Background: an optimization exercise with open tools, aiming at small area. Do not read the settings as production practice.
At most, simulation tests tie the RTL to the original design; equivalence was not proved.
Power is estimated from default activity; no workload was simulated.

== 02-21 ==
==> module regfile_rdport, before the edit <==
module regfile_rdport
#(
   parameter  int WIDTH = regfile_pkg::DEFAULT_WIDTH,
   parameter  int DEPTH = regfile_pkg::DEFAULT_DEPTH,
   localparam int NT    = DEPTH,               
   localparam int NG    = (NT + 2) / 3
) (
   input  logic [DEPTH-1:1]            sel,
   input  logic                        byp,
   input  logic [DEPTH-1:1][WIDTH-1:0] r_data,
   input  logic [WIDTH-1:0]            w_data,
   output logic [WIDTH-1:0]            data
);
   logic [3*NG-1:0]            t_sel;
   logic [3*NG-1:0][WIDTH-1:0] t_dat;
   logic [NG-1:0][WIDTH-1:0]   g_n;
   always_comb begin
      t_sel = '0;
      t_dat = '0;
      t_sel[0] = byp;
      t_dat[0] = w_data;
      for (int i = 1; i < DEPTH; i++) begin
         t_sel[i] = sel[i];
         t_dat[i] = r_data[i];
      end
   end
   for (genvar g = 0; g < NG; g++) begin : g_grp
      regfile_aoi3 #(
         .WIDTH (WIDTH)
      ) u_aoi (
         .s0 (t_sel[3*g]),   .d0 (t_dat[3*g]),
         .s1 (t_sel[3*g+1]), .d1 (t_dat[3*g+1]),
         .s2 (t_sel[3*g+2]), .d2 (t_dat[3*g+2]),
         .y_n (g_n[g])
      );
   end
   always_comb begin
      data = '0;
      for (int g = 0; g < NG; g++)
         data = data | ~g_n[g];
   end
endmodule
==> module regfile_aoi3, before the edit <==
module regfile_aoi3
#(
   parameter  int WIDTH = regfile_pkg::DEFAULT_WIDTH
) (
   input  logic             s0,
   input  logic [WIDTH-1:0] d0,
   input  logic             s1,
   input  logic [WIDTH-1:0] d1,
   input  logic             s2,
   input  logic [WIDTH-1:0] d2,
   output logic [WIDTH-1:0] y_n
);
   assign y_n = ~(({WIDTH{s0}} & d0) | ({WIDTH{s1}} & d1) | ({WIDTH{s2}} & d2));
endmodule
clock: 8.0 ns
lec_check: 0
cap_margin: 20
core_margin: 2
core_utilization: 30
slew_margin: 20
synth_hierarchical: 1
run.sh (not shown) runs the stock make flow with config.mk's settings and CLKGATE_MAP_FILE= SYNTH_SCRIPT=/design/flow/synth_recipe.tcl, a recipe that flattens the netlist after the stock synthesis.
Setup changes, 02-21 to 07-16
-- flow/design.v --
<<< 02-21, line 184
   output logic [WIDTH-1:0]            data
);
   logic [3*NG-1:0]            t_sel;
   logic [3*NG-1:0][WIDTH-1:0] t_dat;
   logic [NG-1:0][WIDTH-1:0]   g_n;
   always_comb begin
      t_sel = '0;
      t_dat = '0;
      t_sel[0] = byp;
      t_dat[0] = w_data;
      for (int i = 1; i < DEPTH; i++) begin
         t_sel[i] = sel[i];
         t_dat[i] = r_data[i];
      end
   end
   for (genvar g = 0; g < NG; g++) begin : g_grp
      regfile_aoi3 #(
         .WIDTH (WIDTH)
      ) u_aoi (
         .s0 (t_sel[3*g]),   .d0 (t_dat[3*g]),
         .s1 (t_sel[3*g+1]), .d1 (t_dat[3*g+1]),
         .s2 (t_sel[3*g+2]), .d2 (t_dat[3*g+2]),
         .y_n (g_n[g])
      );
>>> 07-16, line 184
   output logic [WIDTH-1:0]            data
);
   logic [NT-1:0]            t_sel;
   logic [NT*WIDTH-1:0]      t_dat;
   logic [NG-1:0][WIDTH-1:0] g_n;
   assign t_sel = {sel, byp};
   assign t_dat = {r_data, w_data};
   for (genvar g = 0; g < NG; g++) begin : g_grp
      localparam int N = (NT - 3*g < 3) ? NT - 3*g : 3;
      regfile_aoi #(
         .WIDTH (WIDTH),
         .N     (N)
      ) u_aoi (
         .s   (t_sel[3*g +: N]),
         .d   (t_dat[3*g*WIDTH +: N*WIDTH]),
         .y_n (g_n[g])
      );
<<< 02-21, line 215
`default_nettype wire
`default_nettype none
module regfile_aoi3
#(
   parameter  int WIDTH = regfile_pkg::DEFAULT_WIDTH
) (
   input  logic             s0,
   input  logic [WIDTH-1:0] d0,
   input  logic             s1,
   input  logic [WIDTH-1:0] d1,
   input  logic             s2,
   input  logic [WIDTH-1:0] d2,
   output logic [WIDTH-1:0] y_n
);
   assign y_n = ~(({WIDTH{s0}} & d0) | ({WIDTH{s1}} & d1) | ({WIDTH{s2}} & d2));
endmodule
`default_nettype wire
>>> 07-16, line 208
`default_nettype wire
`default_nettype none
module regfile_aoi
#(
   parameter  int WIDTH = regfile_pkg::DEFAULT_WIDTH,
   parameter  int N     = 3
) (
   input  logic [N-1:0]            s,
   input  logic [N*WIDTH-1:0]      d,
   output logic [WIDTH-1:0]        y_n
);
   always_comb begin
      y_n = '1;
      for (int k = 0; k < N; k++)
         y_n = y_n & ~({WIDTH{s[k]}} & d[k*WIDTH +: WIDTH]);
   end
endmodule
`default_nettype wire
--- outcome ---
Lower sequential share of layout area among 02-21 and 07-16: 02-21. Summary — period utilization, 07-16 relative to 02-21: higher, by 0.70 points. Clock group share of total power of 02-21 is on par with 07-16. First-pass GRT wire length: 07-16 vs 02-21, no meaningful difference. Via count of the first global-routing pass of 07-16 falls short of that of 02-21 slightly. From 02-21 to 07-16 the numbers moved as follows: global-route met1 utilization went up by 0.57 points; clock slew at the register clock pins of the worst setup and hold paths was more or less identical; count of port buffers added during placement was more or less identical. The power spent charging and discharging nets of 02-21 and that of 07-16 are within noise of each other.
Function not checked in 02-21: the RTL went through the layout flow alone.

## port drivers added, routing unchanged
How much do the figures lean on ideal ports? The routed layouts below were timed once more, with nothing changed but the port constraints.
Step 1 (the two cells are an assumption about what drives the block):
set clk [get_ports {clk}]
set_driving_cell -lib_cell sky130_fd_sc_hd__clkbuf_16 $clk
set_driving_cell -lib_cell sky130_fd_sc_hd__buf_2 [delete_from_list [all_inputs] $clk]
Step 2 adds t to the input delays and takes it off the output delays; t is the mean of the earliest and latest rising clock arrival at the registers after step 1. Input paths then give back, and output paths get back, about the clock's delay inside the block.
Three values: no drivers, after step 1, after step 2; two values: the first two.
run | t, ns | setup WS [ns] | hold WS [ns] | worst setup path at the end | worst register clock-pin slew, ns
02-21 | 0.791 | 0.530 / 0.505 / 0.505 | 0.471 / 0.471 / 0.471 | input to output | 0.07 / 0.07
07-16 | 0.807 | 0.474 / 0.334 / 0.334 | 0.471 / 0.471 / 0.471 | input to output | 0.07 / 0.07
After both steps every run listed still meets setup and hold. The setup slack of 07-16, which loses most, moves by -0.140 ns with the drivers and by -0.140 ns with both steps.
